From an optimization exercise on the open Yosys and OpenROAD flow, aimed at small area, a short achievable clock period and few clock cycles per item; shortcuts taken in it are not production practice. Where RTL was checked, it was by simulation tests only, not by an equivalence proof against the original. Power figures rest on the tool's default switching activity, not on a simulated workload.

JK:
==> flow/design.v (excerpt) <==
module scanline_nearest_gap_fill (
   input  logic        clock,
   input  logic        reset,
   input  logic        req_push,
   output logic        req_full,
   input  logic [24:0] req_data,
   output logic        rsp_empty,
   input  logic        rsp_pop,
   output logic [61:0] rsp_data,
   input  logic        csr_valid,
   output logic        csr_ready,
   input  logic [12:0] csr_data
);
clock: 5.0 ns
lec_check: 0
cap_margin: 20
core_margin: 2
core_utilization: 40
setup_slack_margin: 2.7
slew_margin: 20
run.sh (not shown) runs the stock make flow with config.mk's settings and CLKGATE_MAP_FILE= SYNTH_SCRIPT=/design/flow/synth_recipe.tcl, a recipe that flattens the netlist after the stock synthesis.
## Diff of input files: MS against JK
Settings: changing SETUP_SLACK_MARGIN from 2.7 to 2.35.
==> comparison <==
Of MS and JK, it is MS that has the lower routed length per instance. Sort JK and MS by number of buffers added for setup after CTS desc -> top: JK. In MS relative to JK, final cell count had gone down by a few percent. Looking at most common library cell in the layout ignoring fill and taps, the sky130_fd_sc_hd__edfxtp_1 result is from JK; the sky130_fd_sc_hd__clkdlybuf4s50_1 one comes from MS.
Function was not checked in any run of this note: the RTL went through the layout flow alone.

* * *

scanline_nearest_gap_fill, a different RTL version from the one above (not shown whole).
For scale: ~140 flip-flops, roughly 8500 um2 of cells after synthesis.
// scanline_nearest_gap_fill
module scanline_nearest_gap_fill (
   input  logic        clock,
   input  logic        reset,
   input  logic        req_push,
   output logic        req_full,
   input  logic [24:0] req_data,
   output logic        rsp_empty,
   input  logic        rsp_pop,
   output logic [61:0] rsp_data,
   input  logic        csr_valid,
   output logic        csr_ready,
   input  logic [12:0] csr_data
);
   logic [12:0] wid_ff;       
   logic [11:0] col_ff;
   logic [11:0] row_ff;
   logic        seen_ff;
   logic [11:0] scol_ff;      
   logic [23:0] sclr_ff;      
   logic        blk_ff;       
   logic        re_ff;        
   logic        past_ff;      
   logic        tok_ff;       
   logic        gbig_ff;      
   logic        cnz_ff;       
   logic        rinc_ff;      
   logic        ov_ff;
   logic [11:0] o_start_ff;
   logic [12:0] o_len_ff;
   logic [23:0] o_clr_ff;
   logic        pb_ff;        
   logic        pt_ff;        
   logic        pu_ff;        
   logic        o_last_ff;
   logic        odd_ff;       
   logic        pend_ff;      
   logic        fk0_ff;       
   logic        fk1_ff;       
   logic        fk2_ff;       
   logic        sampled;
   logic [23:0] new_clr;
   logic        pend;
   logic        out_free;
   logic        accept;
   logic        tail_s;
   logic [11:0] gap;
   logic [12:0] tail_len;
   logic [12:0] wid_in;
   logic [12:0] col_x;
   logic        load;
   logic        row_inc;
   logic [11:0] n_start;
   logic [12:0] n_len;
   logic [23:0] n_clr;
   logic        n_pb, n_pt, n_odd;
   logic        n_re, n_ov;
   logic        n_pu, n_last, n_seen, n_gbig, n_pend;
   assign csr_ready = 1'b1;
   assign rsp_empty = !ov_ff;
   assign rsp_data  = {o_start_ff, o_len_ff, row_ff, o_clr_ff, o_last_ff};
   assign sampled  = req_data[24];
   assign new_clr  = req_data[23:0];
   assign pend     = pend_ff;
   assign out_free = !ov_ff || rsp_pop;
   assign req_full = fk0_ff || (fk1_ff && sampled)
                     || (!rsp_pop && (fk2_ff || (ov_ff && sampled)));
   assign accept   = req_push && !req_full;
   assign tail_s   = re_ff && !past_ff;
   assign row_inc  = rinc_ff && out_free && !pend;
   assign col_x    = {1'b0, col_ff};
  ...
==> flow/config.mk <==
export PLATFORM = sky130hd
export DESIGN_NAME = scanline_nearest_gap_fill
export DESIGN_NICKNAME = scanline_nearest_gap_fill
export VERILOG_FILES = /design/flow/design.v
export SDC_FILE = /design/flow/constraint.sdc
export NUM_CORES = 4
export LEC_CHECK = 0
export CAP_MARGIN = 5
export CORE_MARGIN = 2
export CORE_UTILIZATION = 60
export CTS_BUF_LIST = sky130_fd_sc_hd__clkbuf_4 sky130_fd_sc_hd__clkbuf_8
export SETUP_SLACK_MARGIN = 2.55
export SLEW_MARGIN = 5
==> flow/constraint.sdc <==
create_clock -name core_clock -period 5.0 [get_ports {clock}]
set_input_delay 1.0000 -clock core_clock [delete_from_list [all_inputs] [get_ports {clock}]]
set_output_delay 1.0000 -clock core_clock [all_outputs]
set_load 0.01 [all_outputs]
standard.sh (not shown) runs the stock make flow with config.mk's settings and CLKGATE_MAP_FILE= SYNTH_SCRIPT=/design/flow/synth_recipe.tcl, a recipe that flattens the netlist after the stock synthesis.
==> flow/flow/run.sh <==
#!/bin/bash
# The standard layout, with the ports buffered by a plain buffer cell
# (buffer_ports otherwise picks sky130_fd_sc_hd__clkdlybuf4s50_1).
set -euo pipefail
export BUFFER_PORTS_ARGS="-buffer_cell sky130_fd_sc_hd__buf_1"
bash standard.sh > standard_flow.log 2>&1
Testbench counts at the start, summed over its fixed seeds: cycles 25,740, runs 12,397.
Change:
- CAP_MARGIN: 5 -> 20
- CORE_UTILIZATION: 60 -> 40
- SLEW_MARGIN: 5 -> 20
Result:
- sequential power hardly moves
- cell area increases by 1.8%
- die area increases by 48%
Change:
- CORE_UTILIZATION: 40 -> 60
After rerunning: The changed run finished with timing, DRC and antenna clean; fmax climbs by 1.4%; die area drops by 33%; non-clock buffer count climbs by 3.
Change:
- SETUP_SLACK_MARGIN: 2.55 -> 2.7
Outcome: Routed wire length rose by about 5%; sequential power hardly moves; cell area came out higher by about 4.4%; cell count rises by 2.3%; worst setup slack improved by 5.9 ps; maximum frequency barely changes; via count goes up by 3.1%; total power goes up by 1.5%.
Change:
- CORE_UTILIZATION: 60 -> 75
- SETUP_SLACK_MARGIN: 2.7 -> 2.55
This time the run aborted during global routing with GRT-0232.
Synthesized area does not change.
Synthesized cell count is unchanged.

static timing again, ports no longer ideal:
The results above use ideal ports. As a check the final layouts listed here were re-extracted and re-timed, cells and wires unchanged.
Step 1 (the two cells are an assumption about what drives the block):
set clk [get_ports {clock}]
set_driving_cell -lib_cell sky130_fd_sc_hd__clkbuf_16 $clk
set_driving_cell -lib_cell sky130_fd_sc_hd__buf_2 [delete_from_list [all_inputs] $clk]
Step 2, shift: input delay + t, output delay - t, t = (earliest + latest rising clock arrival at the registers) / 2. This alone moves slack from input paths to output paths.
Three values: ideal ports, drivers, drivers and shift; two values: the first two.
run	t (ns)	setup slack, ns	clock arrival spread, ns
JK	0.474	2.328 / 2.282 / 2.108	0.013 / 0.013
MS	0.468	2.309 / 2.270 / 1.944	0.011 / 0.010
the first run of note 2	0.493	2.497 / 2.447 / 2.050	0.015 / 0.016
the second run of note 2	0.490	2.463 / 2.432 / 2.104	0.023 / 0.023
the third run of note 2	0.493	2.497 / 2.447 / 2.050	0.015 / 0.016
the fourth run of note 2	0.499	2.503 / 2.451 / 2.172	0.016 / 0.016
After both steps setup and hold are still met in every run listed.
